What follows belongs to an exercise in optimizing a design on an open flow for small area and few clock cycles per item; a production flow would make more cautious choices. Only simulation tests tie the RTL to the original design; equivalence was not proved.

==> flow/design.v (outline; a module is shown in full before it is edited, if it fits) <==
// module fp_mult_pipe: 1186 lines
// module fp_mult_fa: 10 lines
// module fp_mult_ha: 9 lines
module fp_mult_pipe #(
  parameter int unsigned EXP_W = 8,
  parameter int unsigned MAN_W = 23,
  parameter int unsigned TAG_W = 4
) (
  input  logic                   clk,
  input  logic                   rstn,
  input  logic                   in_valid,
  output logic                   in_ready,
  input  logic [EXP_W+MAN_W:0]   a,
  input  logic [EXP_W+MAN_W:0]   b,
  input  logic [TAG_W-1:0]       in_tag,
  output logic                   out_valid,
  input  logic                   out_ready,
  output logic [EXP_W+MAN_W:0]   result,
  output logic [TAG_W-1:0]       out_tag,
  output logic [3:0]             flags
);
  // ...
==> flow/flow/run.sh <==
#!/bin/bash
# Standard ORFS layout, with plain buffers on the ports instead of the delay cell buffer_ports
# picks, and with the synthesis buffers removed at floorplan so repair_design rebuffers.
set -euo pipefail
bash standard.sh BUFFER_PORTS_ARGS="-buffer_cell sky130_fd_sc_hd__buf_2" REMOVE_ABC_BUFFERS=1  finish > make.log 2>&1
==> flow/standard.sh <==
#!/bin/bash
# synth_recipe.tcl (not shown) runs the flow's synth.tcl, then flattens the netlist and writes it again
# the make line also repeats each setting of config.mk as NAME=value (left out here)
make -C /OpenROAD-flow-scripts/flow DESIGN_CONFIG=/design/flow/config.mk WORK_HOME=/design/flow/orfs CLKGATE_MAP_FILE= SYNTH_SCRIPT=/design/flow/synth_recipe.tcl "${@:-finish}"
==> flow/config.mk <==
export PLATFORM = sky130hd
export DESIGN_NAME = fp_mult_pipe
export DESIGN_NICKNAME = fp_mult_pipe
export VERILOG_FILES = /design/flow/design.v
export SDC_FILE = /design/flow/constraint.sdc
export NUM_CORES = 4
export LEC_CHECK = 0
export ABC_AREA = 1
export CAP_MARGIN = 20
export CORE_MARGIN = 2
export CORE_UTILIZATION = 40
export CTS_BUF_LIST = sky130_fd_sc_hd__clkbuf_8
export GPL_TIMING_DRIVEN = 0
export PLACE_DENSITY = 0.7
export SETUP_SLACK_MARGIN = 0.02
export SLEW_MARGIN = 20
export SYNTH_HIERARCHICAL = 1
export SYNTH_MINIMUM_KEEP_SIZE = 0
==> flow/constraint.sdc <==
create_clock -name core_clock -period 7.0 [get_ports {clk}]
set_input_delay 1.4000 -clock core_clock [delete_from_list [all_inputs] [get_ports {clk}]]
set_output_delay 1.4000 -clock core_clock [all_outputs]
set_load 0.01 [all_outputs]
==> summary.md, run 1 <==
| Metric | Value |
|---|---|
| Final hold slack | `0.8330 ns` |
| M2 GR Usage | `0.3907` |
| Rows | `73` |
| Setup slack, reg-to-reg | `5.61 ns` |
| Arr. time, crit path | `6.80 ns` |
| CTS tree | `done` |
| Top Metal Used | `met4` |
| Ys flop type | `edfxtp_1` |
| Final period utilization | `0.9613` |
| Area grow syn2layout | `8.204%` |
| CP max FO | `28` |
| Status | `finished clean` |
| Synth top area share | `0.3310` |
| Grt met1 use | `0.3189` |
| Unique masters post-synth | `46` |
| Crit-path leading delay family | `adder cells` |
| Most common cell in the synthesized netlist | `xor2_1` |
| WL final | `52,900 um` |
| Post-Layout Cell Count | `2,432` |
| GRT overflow | `0` |
| Hold buffers post-CTS | `0` |
| Number of non-clock inverters in the layout | `169` |
| R2r worst-path depth | `2` |
| Post-synthesis mux area share | `0` |
| Die X | `204.6 um` |
| Antenna-violating nets left | `0` |
| Max reg flops | `26` |
| 1st-pass router iterations | `7` |
| Register bit count reported by yosys | `46` |
| DRC viols | `0` |
| PostCTS Resize Cnt | `62` |
| First-pass GRT wire length | `81,120 um` |
| Clock buffer count from CTS | `5` |
| Crit path cell chain | `buf_4 > inv_1 > nand2_1 > nand2_4 > o22ai_1 > xor2_1 > fa_1 > fa_1 > fa_1 > fa_1 > fa_1 > ha_1 > nand2_1 > o21ai_1 > a21oi_1 > o21bai_1 > nand4_1 > nand3_1 > nand2_1` |
| Synth Area in Compound Gates | `0.1499` |
| Synth Area per Inst | `8.464 um^2` |
| Ys Warns | `8` |
| Comb_multi_in | `1,561` |
| Fill cell count | `3,908` |
| Post-Synth Simple-Gate Area | `0.1376` |
| Register with the most flip-flops | `r_p` |
Testbench counts, summed over its fixed seeds: cycles 16,008, items 16,000.
==> run 2: changes to the inputs <==
--- a/flow/config.mk
+++ b/flow/config.mk
@@ -12,5 +12,5 @@
 export CTS_BUF_LIST = sky130_fd_sc_hd__clkbuf_8
 export GPL_TIMING_DRIVEN = 0
-export PLACE_DENSITY = 0.7
+export PLACE_DENSITY = 0.8
 export SETUP_SLACK_MARGIN = 0.02
 export SLEW_MARGIN = 20
==> run 2 against run 1 <==
Die area is the same. Flip-flop and latch count unchanged. Design area shrank 0.11%. Global-route usage shrank 0.37 points. Critical path depth shrank 1. Critical endpoint is now r_p[17]$_DFFE_PP_. Largest cell class unchanged. Synthesized area did not move. Hold slack lost 0.0028 ns.
==> summary.md, run 2 <==
| Metric | Value |
|---|---|
| Status | `finished clean` |
| Most used cell, CP | `fa_1` |
| Clock buffer count from CTS | `5 (unchanged)` |
| Fill cell count | `3,826 (-2.1%)` |
| Post-synth EDFFs | `45` |
| Core Util, Final | `0.4377` |
| Core ar. | `39,730 um^2` |
| Hold buffers post-CTS | `0 (unchanged)` |
| Mapped Cells | `1,901` |
| NumNets Final | `2,324` |
| Crit path cell chain | `buf_6 > or2_2 > nand2_1 > nand2_4 > o22ai_1 > xor2_1 > fa_1 > fa_1 > fa_1 > fa_1 > fa_1 > ha_1 > a21oi_1 > o21ai_1 > a21boi_0 > o21bai_1 > a21oi_1 > xnor2_1` |
| DP HPWL | `35,890 um` |
| CTS root buffer | `clkbuf_8` |
| Mapped cell area | `16,090 um^2` |
| Die ar. | `41,840 um^2` |
| Die X | `204.6 um (unchanged)` |
| Vias per cell | `6.307` |
| Arr. time, crit path | `6.81 ns (about the same)` |
| GRT overflow | `0 (unchanged)` |
| Place WS | `-1.279 ns` |
| Clock Pin Slew Worst Setup and Hold Paths | `0.10 ns` |
| CP max FO | `28 (unchanged)` |
| CP max-delay cell | `fa_1` |
| Initial Util | `0.4049` |
| Final hold violation count | `0` |
| Commonest cells after routing, fill and taps aside | `xor2_1 (279), o22ai_1 (266), fa_1 (265)` |
| Crit Path Class | `input port to register` |
| Final period utilization | `0.9640 (+0.002711)` |
| Synth top area share | `0.3310 (unchanged)` |
| Register with the most flip-flops | `r_p` |
| CTS tree | `done` |
| Area leader, netlist | `fa_1` |
| Max cap viols | `0` |
| Antenna-violating nets left | `0 (unchanged)` |
| Largest net degree at the start of global routing | `34` |
| Ys flop type | `edfxtp_1` |
| Drt initial violations | `2,090` |
| Max reg flops | `26 (unchanged)` |
| WL final | `52,550 um (-0.67%)` |
| Initial antenna violation count | `0` |
| Worst Path Required | `7.06 ns` |
| Setup violators final | `0` |
| Dominant cells by area after synthesis | `fa_1 (33%), xor2_1 (15%), o22ai_1 (10%), edfxtp_1 (8.4%), nand2_1 (6.5%)` |
| Worst clock skew | `0.01068 ns` |
| CP peak stage delay | `0.53 ns` |
| Max Root-Sink Buffers | `2` |
| Detailed-route via count | `15,339` |
| Crit-path leading delay family | `adder cells` |
| CP bufs+invs | `1` |
| Setup slack, reg-to-reg | `5.65 ns (+0.04 ns)` |
| Async S/R FF share, synth | `0.02174` |
| Fraction of layout cells with a size suffix above 1 | `0.1180` |
| Rows | `73 (unchanged)` |
| First-pass GRT wire length | `79,780 um (-1.7%)` |
| Setup crit start kind | `input port` |
| Setup_tns | `0 ns` |
| Hold crit path type | `input port to asynchronous set/reset pin` |
| Vias in the first global route | `15,434` |
| Minimum clock period | `6.748 ns` |
| Worst Tran Pin Value | `1.082 ns` |
| Total track usage | `0.2409` |
| Ys Warns | `8 (unchanged)` |
| DRC viols | `0 (unchanged)` |
| Height of the die | `204.6 um` |
| Sequential area share after synthesis | `0.08554` |
| Area grow syn2layout | `8.080%` |
| Crit. End Element | `register` |
| IO Pins | `114` |
| # diodes | `0` |
| Relative slew slack | `0.2744` |
| Synth cell count leaders | `xor2_1 (280), nand2_1 (277), o22ai_1 (267)` |
| Wire length per cell | `21.61 um` |
| Synth Area per Inst | `8.464 um^2 (unchanged)` |
| Port Buffers | `113` |
| Top flop regs | `r_p x26, r_esum x9, r_tag x4` |
| Clock Latency Late Sink | `0.32 ns` |
| 1st-pass router iterations | `12 (+5)` |
| Max Slew Vio Count | `0` |
| H-tree levels | `2` |
| Final worst setup slack | `0.2519 ns` |
| Register bit count reported by yosys | `46 (unchanged)` |
| Commonest non-fill, non-tap cell in the layout | `xor2_1` |
| Most common cell in the synthesized netlist | `xor2_1` |
| Unique masters post-synth | `46 (unchanged)` |
| CTS Sinks | `46` |
| Final GP Congestion | `0.9386` |
| Fmax | `148.2 MHz` |
==> run 2: final timing paths <==
path	startpoint	to	depth (start not counted)
max reg2reg	r_v$_DFFE_PN0P_	r_p[16]$_DFFE_PP_	2
max	b[15]	r_p[17]$_DFFE_PP_	18
min	rstn	r_v$_DFFE_PN0P_	1
max in group asynchronous	rstn	r_v$_DFFE_PN0P_	1
min reg2reg	r_v$_DFFE_PN0P_	r_v$_DFFE_PN0P_	2
min in group core_clock	r_v$_DFFE_PN0P_	r_v$_DFFE_PN0P_	2
==> run 2: metal layers <==
metal / vias up / part of all wire / GRT usage
met3: 277 / 0.14 / 0.06920
met4: 0 / 0.041 / 0.1087
met5: - / 0 / 0
met1: 7301 / 0.37 / 0.3008
li1: 6421 / - / -
met2: 1340 / 0.45 / 0.3861
==> run 2: modules after synthesis (local to each module, per instance) <==
module	cells	copies in the design
fp_mult_ha	1	39
fp_mult_pipe	1600	1
fp_mult_fa	1	262
==> run 2: worst reg2reg max path, cell delays in order (launching register included) <==
cell	delay, ns
dfrtp_1	0.40
nand2_2	0.37
buf_12	0.26
==> run 2: stage by stage <==
stage / area (um^2) / cells / hold WS [ns]
6_report: 17390 / 2432 / 0.8302
3_3_place_gp: 16760 / 2409 / 1.175
3_5_place_dp: 16790 / 2410 / 0.8175
2_1_floorplan: 15540 / 1771 / 1.104
5_1_grt: 17390 / 2432 / 0.8208
4_1_cts: 17040 / 2418 / 0.8238
==> run 2: kinds of logic (layout without fill, tap and decap cells) <==
family,after synthesis,after routing,synth area share
AO/OA/AOI/OAI,402,402,0.1499
XOR/XNOR,293,293,0.1595
other,1,6,0.0002331
flip-flops,46,46,0.08554
AND/OR/NAND/NOR,512,514,0.1376
adder cells (fa/ha/maj),346,346,0.3932
buffers and inverters,301,300,0.07403
==> run 2: repair_timing <==
action                                  CTS  global route
pin swaps                                 0             3
endpoints found under the setup margin   57            51
endpoints found under the hold margin     0             0
buffers inserted                          0            12
gates resized for setup                  51            60
cloned                                    0             2
==> run 2: layout make-up <==
type	count	area (um^2)	area share
Timing Repair Buffer	126	752.0	0.04324
Inverter	166	655.6	0.03770
Tap cell	525	656.9	0.03778
Clock inverter	3	26.28	0.001511
Sequential cell	46	1376	0.07915
Clock buffer	5	68.82	0.003957
Multi-Input combinational cell	1561	13850	0.7967
==> run 3: changes to the inputs <==
--- a/flow/config.mk
+++ b/flow/config.mk
@@ -12,6 +12,5 @@
 export CTS_BUF_LIST = sky130_fd_sc_hd__clkbuf_8
 export GPL_TIMING_DRIVEN = 0
-export PLACE_DENSITY = 0.8
-export SETUP_SLACK_MARGIN = 0.02
+export SETUP_SLACK_MARGIN = -0.03
 export SLEW_MARGIN = 20
 export SYNTH_HIERARCHICAL = 1
==> run 3 against run 2 <==
First-iteration DRC count is 31% lower. Sequential share of layout area hardly changed. Hold slack worse by 0.071 ns. Still clean. Routed wire length is 2.7% higher. Utilization is 0.21 points lower. Critical path type unchanged. Register-to-register slack better by 0.08 ns.
==> summary.md, run 3 <==
| Metric | Value |
|---|---|
| Place WS | `-1.301 ns (-0.02207 ns)` |
| Fmax | `146.8 MHz (-0.93%)` |
| Worst r2r src | `r_v$_DFFE_PN0P_` |
| Top flop regs | `r_p x26, r_esum x9, r_tag x4` |
| IO Pins | `114 (unchanged)` |
| Final GP Congestion | `0.9115 (-2.9%)` |
| R2r worst-path depth | `2 (unchanged)` |
| Max reg flops | `26 (unchanged)` |
| Commonest cells after routing, fill and taps aside | `xor2_1 (280), o22ai_1 (267), fa_1 (265)` |
| Max Root-Sink Buffers | `2 (unchanged)` |
| Fraction of layout cells with a size suffix above 1 | `0.1125 (-0.005473)` |
| CP peak stage delay | `0.51 ns (-0.02 ns)` |
| Synth Area per Inst | `8.464 um^2 (unchanged)` |
| Port Buffers | `113 (unchanged)` |
| Hold path cells | `2` |
| Min-Delay Endpoint | `r_v$_DFFE_PN0P_` |
| Arr. time, crit path | `6.96 ns (+0.15 ns)` |
| Die ar. | `41,840 um^2 (unchanged)` |
| Mapped cell area | `16,090 um^2 (unchanged)` |
| Register bit count reported by yosys | `46 (unchanged)` |
| 1st-pass router iterations | `5 (-7)` |
| CP max-delay cell | `fa_1` |
| Clock Pin Slew Worst Setup and Hold Paths | `0.09 ns (about the same)` |
| CP max FO | `28 (unchanged)` |
| Vias in the first global route | `14,928 (-3.3%)` |
| Ys Warns | `8 (unchanged)` |
| Hold crit path type | `register to register` |
| Crit path cell chain | `buf_6 > or2_2 > nand2_1 > nand2_8 > o22ai_1 > xor2_1 > fa_1 > fa_1 > fa_1 > fa_1 > fa_1 > ha_1 > inv_1 > fa_1 > inv_1 > nand2_1 > o21ai_2 > nand3_1 > nand3_1 > nand2_1 > nand2_1 > nand2_1 > nand2_1 > xor2_1` |
| Rows | `73 (unchanged)` |
| GRT overflow | `0 (unchanged)` |
| Synth cell count leaders | `xor2_1 (280), nand2_1 (277), o22ai_1 (267)` |
| Crit Path Class | `input port to register` |
| First-pass GRT wire length | `82,640 um (+3.6%)` |
| Antenna-violating nets left | `0 (unchanged)` |
| Die X | `204.6 um (unchanged)` |
| Placed Area | `16,790 um^2 (unchanged)` |
| Height of the die | `204.6 um (unchanged)` |
| Max cap viols | `0 (unchanged)` |
| Dominant cells by area after synthesis | `fa_1 (33%), xor2_1 (15%), o22ai_1 (10%), edfxtp_1 (8.4%), nand2_1 (6.5%)` |
| Initial antenna violation count | `1 (+1)` |
| Worst Tran Pin Value | `1.156 ns (+0.07416 ns)` |
| Vias per cell | `5.980 (-5.2%)` |
| Final hold violation count | `0 (unchanged)` |
| Post-synth EDFFs | `45 (unchanged)` |
| Initial Util | `0.4049 (unchanged)` |
| Finished Cell Area | `17,300 um^2 (-0.49%)` |
| Dpl cells | `2,410 (unchanged)` |
| CTS Sinks | `46 (unchanged)` |
| Fill cell count | `3,970 (+3.8%)` |
| Minimum clock period | `6.811 ns (+0.06337 ns)` |
| Worst Path Required | `7.15 ns (+0.09 ns)` |
| Clock Latency Late Sink | `0.31 ns (about the same)` |
| Sequential area share after synthesis | `0.08554 (unchanged)` |
| Status | `finished clean` |
| Drt initial violations | `1,433 (-31%)` |
| Mapped Cells | `1,901 (unchanged)` |
| Worst clock skew | `0.009893 ns (-0.0007821 ns)` |
| Max Slew Vio Count | `0 (unchanged)` |
| Area grow syn2layout | `7.551%` |
| Area leader, netlist | `fa_1` |
| Final worst setup slack | `0.1885 ns (-0.06337 ns)` |
| Setup crit start kind | `input port` |
| Final hold slack | `0.7589 ns (-0.07131 ns)` |
| Commonest non-fill, non-tap cell in the layout | `xor2_1` |
| DRC viols | `0 (unchanged)` |
| Clock buffer count from CTS | `5 (unchanged)` |
| Detailed-route via count | `14,513 (-5.4%)` |
| Final period utilization | `0.9731 (+0.009052)` |
| WL final | `53,950 um (+2.7%)` |
| # diodes | `0 (unchanged)` |
| Register with the most flip-flops | `r_p` |
| Setup slack, reg-to-reg | `5.73 ns (+0.08 ns)` |
| Setup violators final | `0 (unchanged)` |
| H-tree levels | `2 (unchanged)` |
| Core ar. | `39,730 um^2 (unchanged)` |
| Async S/R FF share, synth | `0.02174 (unchanged)` |
| Largest net degree at the start of global routing | `34 (unchanged)` |
| NumNets Final | `2,319 (-0.22%)` |
| Unique masters post-synth | `46 (unchanged)` |
| Hold_sp | `r_v$_DFFE_PN0P_` |
| Post-Layout Cell Count | `2,427 (-0.21%)` |
| Synth top area share | `0.3310 (unchanged)` |
| Most common cell in the synthesized netlist | `xor2_1` |
| CTS tree | `done` |
| Crit-path leading delay family | `adder cells` |
| Ys flop type | `edfxtp_1` |
| Reg-to-Reg End | `r_p[3]$_DFFE_PP_` |
| Total track usage | `0.2531 (+0.01224)` |
| CTS root buffer | `clkbuf_8` |
| Relative slew slack | `0.2286 (-0.04583)` |
| DP HPWL | `36,930 um (+2.9%)` |
| CP bufs+invs | `3 (+2)` |
| Wire length per cell | `22.23 um (+2.9%)` |
| Crit. End Element | `register` |
run 3: final cells by class:
| cell class | count | area (um^2) | share of cell area |
|---|---|---|---|
| multi-input combinational | 1561 | 13810 | 0.7978 |
| sequential | 46 | 1376 | 0.07954 |
| timing repair buffer | 121 | 706.9 | 0.04085 |
| tap | 525 | 656.9 | 0.03796 |
| inverter | 166 | 645.6 | 0.03731 |
| clock buffer | 5 | 68.82 | 0.003977 |
| clock inverter | 3 | 43.79 | 0.002531 |
run 3: through the flow:
step,TNS [ns],utilization
after floorplan,0,-
after global placement,-23.07,0.4219
after detailed placement,-29.16,0.4225
after CTS,-0.1309,0.4297
after global routing,-0.1631,0.4355
final,0,0.4355
run 3: kinds of logic after synthesis:
group / Yosys count / share of synthesized area
AOI/OAI and AO/OA: 402 / 0.1499
xor gates and xnor gates: 293 / 0.1595
adders and majority gates: 346 / 0.3932
buffers and inverters: 301 / 0.07403
DFF: 46 / 0.08554
other: 1 / 0.0002331
and+or+nand+nor: 512 / 0.1376
run 3: how the worst max path moves through the flow:
stage                     from                end  slack [ns]  cells past startpoint
final                     b[3]  r_p[18]$_DFFE_PP_        0.19                     24
after global routing      b[7]  r_p[18]$_DFFE_PP_       -0.06                     24
after CTS                 b[7]  r_p[18]$_DFFE_PP_       -0.04                     24
after detailed placement  b[5]  r_p[17]$_DFFE_PP_       -1.30                     18
after global placement    b[5]  r_p[18]$_DFFE_PP_       -1.24                     24
after floorplan           b[1]  r_p[18]$_DFFE_PP_        0.48                     23
run 3: worst register-to-register path, stage by stage, from the launching register on:
cell     delay, ns
dfrtp_1       0.39
nand2_2       0.31
buf_12        0.26
run 3: per-layer routing:
metal,share of wire,track usage
met5,0,0
met4,0.026,0.08489
met3,0.10,0.05520
met2,0.46,0.4132
met1,0.41,0.3323
run 3: Yosys stat by module, one instance, submodules excluded:
module / flops+latches / cells inside
fp_mult_fa: 0 / 1
fp_mult_ha: 0 / 1
fp_mult_pipe: 46 / 1600
run 3: timing repair:
action	4_1_cts	5_1_grt
endpoints found under the setup margin	59	51
cloned	0	2
gates resized for setup	52	40
pin swaps	1	3
setup buffers	1	5
hold buffers	0	0
==> run 4: changes to the inputs <==
--- a/flow/config.mk
+++ b/flow/config.mk
@@ -12,5 +12,5 @@
 export CTS_BUF_LIST = sky130_fd_sc_hd__clkbuf_8
 export GPL_TIMING_DRIVEN = 0
-export SETUP_SLACK_MARGIN = -0.03
+export SETUP_SLACK_MARGIN = 0.02
 export SLEW_MARGIN = 20
 export SYNTH_HIERARCHICAL = 1
==> run 4 against run 3 <==
Critical path type unchanged. Still clean on timing, DRC and antenna. Critical endpoint unchanged. Routed wire length decreased by 0.23%. Maximum frequency increased by 0.23%. Global-route usage barely moved.
==> summary.md, run 4 <==
| Metric | Value |
|---|---|
| Area leader, netlist | `fa_1` |
| Fraction of layout cells with a size suffix above 1 | `0.1141 (+0.001577)` |
| Rows | `73 (unchanged)` |
| Final GP Congestion | `0.9115 (unchanged)` |
| Minimum clock period | `6.796 ns (-0.01598 ns)` |
| Setup slack, reg-to-reg | `5.73 ns (about the same)` |
| Xor/xnor share of the synthesized area | `0.1595 (unchanged)` |
| Drt initial violations | `1,400 (-2.3%)` |
| Height of the die | `204.6 um (unchanged)` |
| Total track usage | `0.2534 (+0.0003435)` |
| Reg-to-Reg End | `r_p[3]$_DFFE_PP_` |
| Setup_tns | `0 ns (unchanged)` |
| Post-synth EDFFs | `45 (unchanged)` |
| Register with the most flip-flops | `r_p` |
| Unique masters post-synth | `46 (unchanged)` |
| Vias per cell | `6.001 (+0.36%)` |
| Ys flop type | `edfxtp_1` |
| Clock Pin Slew Worst Setup and Hold Paths | `0.09 ns (about the same)` |
| CTS Sinks | `46 (unchanged)` |
| Die ar. | `41,840 um^2 (unchanged)` |
| GRT overflow | `0 (unchanged)` |
| Hold crit path type | `register to register` |
| Final hold violation count | `0 (unchanged)` |
| Hold_sp | `r_v$_DFFE_PN0P_` |
| Die X | `204.6 um (unchanged)` |
| Status | `finished clean` |
| WL final | `53,830 um (-0.23%)` |
| Antenna-violating nets left | `0 (unchanged)` |
| Dominant cells by area after synthesis | `fa_1 (33%), xor2_1 (15%), o22ai_1 (10%), edfxtp_1 (8.4%), nand2_1 (6.5%)` |
| Worst setup path startpoint | `b[5]` |
| Core Util, Final | `0.4365 (+0.0009760)` |
| Clock buffer count from CTS | `5 (unchanged)` |
| Final period utilization | `0.9708 (-0.002283)` |
| Largest family of logic cells by synthesized area | `adder cells` |
| Worst clock skew | `0.009753 ns (-0.0001404 ns)` |
| Relative slew slack | `0.2317 (+0.003124)` |
| Top flop regs | `r_p x26, r_esum x9, r_tag x4` |
| Mapped Cells | `1,901 (unchanged)` |
| Core ar. | `39,730 um^2 (unchanged)` |
| DP HPWL | `36,930 um (unchanged)` |
| CTS tree | `done` |
| Initial antenna violation count | `1 (unchanged)` |
| R2r worst-path depth | `2 (unchanged)` |
| DRC viols | `0 (unchanged)` |
| Max Slew Vio Count | `0 (unchanged)` |
| Max cap viols | `0 (unchanged)` |
| Multi-input logic area | `13,830 um^2 (+0.20%)` |
| Initial Util | `0.4049 (unchanged)` |
| First-pass GRT wire length | `82,770 um (+0.15%)` |
| Async S/R FF share, synth | `0.02174 (unchanged)` |
| Largest net degree at the start of global routing | `34 (unchanged)` |
| Synth cell count leaders | `xor2_1 (280), nand2_1 (277), o22ai_1 (267)` |
| Max reg flops | `26 (unchanged)` |
| Crit. End Element | `register` |
| Vias in the first global route | `14,931 (+0.020%)` |
| Fill cell count | `3,960 (-0.25%)` |
| Mapped cell area | `16,090 um^2 (unchanged)` |
| H-tree levels | `2 (unchanged)` |
| Dpl cells | `2,410 (unchanged)` |
| NumNets Final | `2,319 (unchanged)` |
| Register area | `1376 um^2 (unchanged)` |
| Final hold slack | `0.7590 ns (+0.00009100 ns)` |
| Hold path cells | `2 (unchanged)` |
| Synth Area in Compound Gates | `0.1499 (unchanged)` |
| Sequential area share after synthesis | `0.08554 (unchanged)` |
| Max Root-Sink Buffers | `2 (unchanged)` |
| CP max FO | `28 (unchanged)` |
| Min-Delay Endpoint | `r_v$_DFFE_PN0P_` |
| Ys Warns | `8 (unchanged)` |
| Crit Path Class | `input port to register` |
| Clock Latency Late Sink | `0.31 ns (about the same)` |
| Detailed-route via count | `14,571 (+0.40%)` |
| Commonest non-fill, non-tap cell in the layout | `xor2_1` |
| CTS root buffer | `clkbuf_8` |
| Register bit count reported by yosys | `46 (unchanged)` |
| Wire length per cell | `22.17 um (-0.27%)` |
| Area grow syn2layout | `7.792%` |
| Post-Layout Cell Count | `2,428 (+0.041%)` |
| Commonest cells after routing, fill and taps aside | `xor2_1 (280), o22ai_1 (267), fa_1 (265)` |
| Post-Synth Simple-Gate Area | `0.1376 (unchanged)` |
| Worst Tran Pin Value | `1.151 ns (-0.004681 ns)` |
| Worst Path Required | `7.15 ns (about the same)` |
| Hold buffers post-CTS | `0 (unchanged)` |
| Most common cell in the synthesized netlist | `xor2_1` |
| Post-synthesis adder-cell area fraction | `0.3932 (unchanged)` |
| Setup crit start kind | `input port` |
| Post-synthesis mux area share | `0 (unchanged)` |
| Worst r2r src | `r_v$_DFFE_PN0P_` |
| Setup violators final | `0 (unchanged)` |
| 1st-pass router iterations | `6 (+1)` |
| Fmax | `147.2 MHz (+0.23%)` |
| IO Pins | `114 (unchanged)` |
| Synth top area share | `0.3310 (unchanged)` |
| Arr. time, crit path | `6.95 ns (about the same)` |
| Port Buffers | `113 (unchanged)` |
| Synth Area per Inst | `8.464 um^2 (unchanged)` |
## run 4: cell count changes in the layout (fill, tap and decap cells not counted), sizes merged
cell,delta
diode,+1
clkinv,+1
inv,-1
## run 4: kinds of logic (layout without fill, tap and decap cells)
logic type / after synthesis / in the layout
and+or+nand+nor: 512 / 514
buffers and inverters: 301 / 295
AOI/OAI and AO/OA: 402 / 402
DFF: 46 / 46
xor gates and xnor gates: 293 / 293
adders and majority gates: 346 / 346
other: 1 / 7
## run 4: routing by layer
layer | GRT usage | part of all wire
met5 | 0 | 0
met4 | 0.08385 | 0.026
met3 | 0.05234 | 0.10
met2 | 0.4152 | 0.47
met1 | 0.3339 | 0.41
## run 4: how the worst max path moves through the flow
stage | end | slack [ns] | cells after the start
after floorplan | r_p[18]$_DFFE_PP_ | 0.48 | 23
after global placement | r_p[18]$_DFFE_PP_ | -1.24 | 24
after detailed placement | r_p[17]$_DFFE_PP_ | -1.30 | 18
after CTS | r_p[18]$_DFFE_PP_ | 0.03 | 24
after global routing | r_p[18]$_DFFE_PP_ | -0.007 | 22
final | r_p[18]$_DFFE_PP_ | 0.20 | 23
## run 4: cell type report
class                      instances  share of cell area
multi-input combinational       1561              0.7976
sequential                        46             0.07936
timing repair buffer             121             0.04119
tap                              525             0.03788
inverter                         166             0.03730
clock buffer                       5            0.003968
clock inverter                     3            0.002525
antenna                            1           0.0001443
## run 4: what timing repair did
item                                    CTS  global route
buffers inserted                          1             5
resized for setup                        60            42
cloned                                    0             2
endpoints found under the setup margin   59            50
pin swaps                                 1             5
## run 4: Yosys stat by module, one instance, submodules excluded
| module | cells inside | flops+latches | area, um^2 |
|---|---|---|---|
| fp_mult_fa | 1 | 0 | 20.02 |
| fp_mult_ha | 1 | 0 | 12.51 |
| fp_mult_pipe | 1600 | 46 | 10360 |
## run 4: through the flow
stage	area (um^2)	setup slack (ns)
final	17340	0.2045
after floorplan	15540	0.4758
after detailed placement	16790	-1.301
after CTS	17100	0.03435
after global routing	17340	-0.007494
after global placement	16760	-1.241
## run 4: worst max-delay path: stages
cell     delay, ns
buf_6         0.20
or2_2         0.44
nand2_4       0.34
o22ai_1       0.16
xor2_1        0.21
fa_1          0.58
fa_1          0.45
fa_1          0.45
fa_1          0.46
fa_1          0.49
ha_1          0.13
inv_1         0.07
fa_1          0.40
inv_1         0.10
nand2_1       0.07
o21ai_2       0.19
nand3_1       0.10
nand3_1       0.17
nand2_1       0.07
nand2_1       0.10
nand2_1       0.06
nand2_1       0.07
xor2_1        0.19
==> run 5: changes to the inputs <==
==> flow/flow/run.sh (replaced) <==
#!/bin/bash
# Standard ORFS layout, with plain buffers on the ports instead of the delay cell buffer_ports
# picks, and with the synthesis buffers removed at floorplan so repair_design rebuffers.
set -euo pipefail
bash standard.sh BUFFER_PORTS_ARGS="-buffer_cell sky130_fd_sc_hd__buf_1" REMOVE_ABC_BUFFERS=1  finish > make.log 2>&1
==> run 5 against run 4 <==
Synthesized area did not move. Largest cell class unchanged. Routed wire length barely moved. Worst setup slack barely moved. Cell count rose by 0.58%. Sequential share of layout area fell by 0.068 points.
==> summary.md, run 5 <==
| Metric | Value |
|---|---|
| Status | `finished clean` |
| DRC viols | `0 (unchanged)` |
| CTS tree | `done` |
| Synth cell count leaders | `xor2_1 (280), nand2_1 (277), o22ai_1 (267)` |
| # diodes | `0 (-1)` |
| Die ar. | `41,840 um^2 (unchanged)` |
| GRT overflow | `0 (unchanged)` |
| Unique masters post-synth | `46 (unchanged)` |
| Fmax | `147.2 MHz (about the same)` |
| IO Pins | `114 (unchanged)` |
| Hold buffers post-CTS | `0 (unchanged)` |
| Height of the die | `204.6 um (unchanged)` |
| Ys flop type | `edfxtp_1` |
| Post-Layout Cell Count | `2,442 (+0.58%)` |
| Area grow syn2layout | `8.725%` |
| Initial Util | `0.4049 (unchanged)` |
| Fraction of layout cells with a size suffix above 1 | `0.07251 (-0.04158)` |
| Vias per cell | `5.984 (-0.29%)` |
| Worst r2r src | `r_v$_DFFE_PN0P_` |
| Initial antenna violation count | `1 (unchanged)` |
| Clock Pin Slew Worst Setup and Hold Paths | `0.09 ns (about the same)` |
| Minimum clock period | `6.796 ns (+0.0002560 ns)` |
| Arr. time, crit path | `6.86 ns (-0.09 ns)` |
| Max Root-Sink Buffers | `2 (unchanged)` |
| Top flop regs | `r_p x26, r_esum x9, r_tag x4` |
| R2r worst-path depth | `2 (unchanged)` |
| Max reg flops | `26 (unchanged)` |
| Most used cell, CP | `fa_1` |
| Die X | `204.6 um (unchanged)` |
| Most common cell in the synthesized netlist | `xor2_1` |
| Ys Warns | `8 (unchanged)` |
| Worst Tran Pin Value | `0.9549 ns (-0.1963 ns)` |
| Final hold violation count | `0 (unchanged)` |
| Antenna-violating nets left | `0 (unchanged)` |
| WL final | `53,860 um (about the same)` |
| Detailed-route via count | `14,612 (+0.28%)` |
| CP max-delay cell | `fa_1` |
| Crit-path leading delay family | `adder cells` |
| Setup violators final | `0 (unchanged)` |
| Port Buffers | `113 (unchanged)` |
| First-pass GRT wire length | `82,750 um (about the same)` |
| Setup slack, reg-to-reg | `5.72 ns (about the same)` |
| CP Depth | `19 (-17%)` |
| CP endpoint | `r_p[17]$_DFFE_PP_` |
| Largest net degree at the start of global routing | `34 (unchanged)` |
| Setup crit start kind | `input port` |
| Final period utilization | `0.9708 (about the same)` |
| Max Slew Vio Count | `0 (unchanged)` |
| Vias in the first global route | `14,956 (+0.17%)` |
| Sequential area share after synthesis | `0.08554 (unchanged)` |
| Crit Path Class | `input port to register` |
| Relative slew slack | `0.3627 (+0.1310)` |
| Worst setup path startpoint | `b[9]` |
| CP max FO | `23 (-18%)` |
| Reg-to-Reg End | `r_esum[8]$_DFFE_PP_` |
| Register bit count reported by yosys | `46 (unchanged)` |
| Dpl cells | `2,423 (+0.54%)` |
| Register with the most flip-flops | `r_p` |
| Max cap viols | `0 (unchanged)` |
| Worst Path Required | `7.06 ns (-0.09 ns)` |
| H-tree levels | `2 (unchanged)` |
| Mapped cell area | `16,090 um^2 (unchanged)` |
| RSZ-0062 raised after global routing | `yes` |
| Total track usage | `0.2542 (+0.0007638)` |
| Final GP Congestion | `0.9321 (+2.3%)` |
| Mapped Cells | `1,901 (unchanged)` |
| Dominant cells by area after synthesis | `fa_1 (33%), xor2_1 (15%), o22ai_1 (10%), edfxtp_1 (8.4%), nand2_1 (6.5%)` |
| Commonest non-fill, non-tap cell in the layout | `xor2_1` |
| Rows | `73 (unchanged)` |
| Commonest cells after routing, fill and taps aside | `xor2_1 (280), fa_1 (265), o22ai_1 (262)` |
| Wire length per cell | `22.06 um (-0.51%)` |
| Crit path cell chain | `clkbuf_4 > buf_12 > or2_2 > nand2_2 > nand2_8 > o21ai_0 > xor2_1 > fa_1 > fa_1 > fa_1 > fa_1 > fa_1 > ha_1 > a21oi_2 > a21boi_0 > nand2_1 > o21bai_1 > a21oi_1 > xnor2_1` |
| Post-synth EDFFs | `45 (unchanged)` |
| Drt initial violations | `1,391 (-0.64%)` |
| Synth top area share | `0.3310 (unchanged)` |
| CTS Sinks | `46 (unchanged)` |
| NumNets Final | `2,334 (+0.65%)` |
| Crit. End Element | `register` |
| CP peak stage delay | `0.53 ns (-0.05 ns)` |
| CP bufs+invs | `2 (-1)` |
| Area leader, netlist | `fa_1` |
| Clock buffer count from CTS | `5 (unchanged)` |
| DP HPWL | `38,080 um (+3.1%)` |
| Final hold slack | `0.7668 ns (+0.007782 ns)` |
| 1st-pass router iterations | `6 (unchanged)` |
| Synth Area per Inst | `8.464 um^2 (unchanged)` |
| Core ar. | `39,730 um^2 (unchanged)` |
| Clock Latency Late Sink | `0.31 ns (about the same)` |
| Worst clock skew | `0.004861 ns (-0.004892 ns)` |
| Async S/R FF share, synth | `0.02174 (unchanged)` |
| Hold crit path type | `register to register` |
| CTS root buffer | `clkbuf_8` |
run 5: cell counts after synthesis:
Identical to the previous run, type by type.
run 5: how the worst min path moves through the flow:
stage | from | end | cells past startpoint
global placement | rstn | r_v$_DFFE_PN0P_ | 1
global route | rstn | r_v$_DFFE_PN0P_ | 1
detailed placement | r_v$_DFFE_PN0P_ | r_v$_DFFE_PN0P_ | 2
finish | r_v$_DFFE_PN0P_ | r_v$_DFFE_PN0P_ | 2
floorplan | rstn | r_v$_DFFE_PN0P_ | 0
CTS | r_v$_DFFE_PN0P_ | r_v$_DFFE_PN0P_ | 2
run 5: metrics by stage:
stage                     utilization  setup TNS (ns)  worst slack, ns  instance area (um^2)
after floorplan                     -               0           0.4758                 15540
after global placement         0.4184          -54.29           -2.365                 16620
after detailed placement       0.4267          -21.22           -1.023                 16960
after CTS                      0.4319               0          0.02406                 17160
after global routing           0.4403        -0.03340         -0.01312                 17490
final                          0.4403               0           0.2042                 17490
run 5: per-layer routing:
metal  vias to the layer above  GRT usage  share of wire
li1                       6441          -              -
met4                         2    0.09446          0.029
met3                       159    0.04486           0.10
met2                       850     0.4136           0.46
met5                         -          0        0.00026
met1                      7160     0.3381           0.41
run 5: cell families (layout without fill, tap and decap cells):
logic type	count (synthesis)	after routing	synth area share
and+or+nand+nor	512	513	0.1376
xor gates and xnor gates	293	293	0.1595
adders and majority gates	346	346	0.3932
buffers and inverters	301	311	0.07403
other	1	6	0.0002331
AOI/OAI and AO/OA	402	402	0.1499
DFF	46	46	0.08554
run 5: worst register-to-register path, stage by stage, from the launching register on:
cell,delay (ns)
dfrtp_1,0.40
nand2_2,0.31
buf_12,0.26
run 5: layout make-up:
cell class              instances  area, um^2
fillers                      3947       22240
inverters                     166       650.6
flip-flops and latches         46        1376
clock inverters                 3       21.27
repair buffers                136       849.6
clock buffers                   5       68.82
well taps                     525       656.9
repair inverters                1       5.005
multi-input cells            1560       13860
run 5: repair_timing:
action                     in CTS  in global routing
gates cloned                    0                  2
pin swaps                       1                 10
resized for setup              35                 61
setup buffers                   1                  6
setup endpoints to repair      55                 53
run 5: modules after synthesis, one instance, submodules excluded:
| module | cells | cell area [um^2] |
|---|---|---|
| fp_mult_fa | 1 | 20.02 |
| fp_mult_ha | 1 | 12.51 |
| fp_mult_pipe | 1600 | 10360 |

afterwards: timing with drivers on the ports:
Ports are ideal in the flow. The routed layouts listed here were re-timed in OpenROAD. Step 1 sets driving cells, clkbuf_16 on the clock port and buf_2 on the other inputs (assumed; they add their load-dependent delay and slew). Step 2 also shifts input and output timing later by t, the mid clock arrival at the registers, as if the neighbouring blocks saw the same clock. Slacks: no drivers / after step 1 / after step 2; pairs: no drivers / after step 1.
run	t, ns	setup slack, ns	hold WS [ns]	worst setup path after step 2	worst data-port slew with drivers (ns)
run 1	0.347	0.271 / 0.264 / -0.083	0.833 / 0.824 / 0.999	input to register	0.07
run 2	0.346	0.252 / 0.247 / -0.099	0.830 / 0.823 / 0.841	input to register	0.08
run 3	0.348	0.189 / 0.188 / -0.159	0.759 / 0.759 / 0.759	input to register	0.07
run 4	0.348	0.204 / 0.207 / -0.141	0.759 / 0.759 / 0.759	input to register	0.06
run 5	0.346	0.204 / 0.222 / -0.123	0.767 / 0.767 / 0.767	input to register	0.07
With both steps, setup timing fails in every run listed, where it was met with ideal ports. For run 1, which loses most, drivers alone change the setup slack by -0.007 ns; drivers and shift together by -0.354 ns.
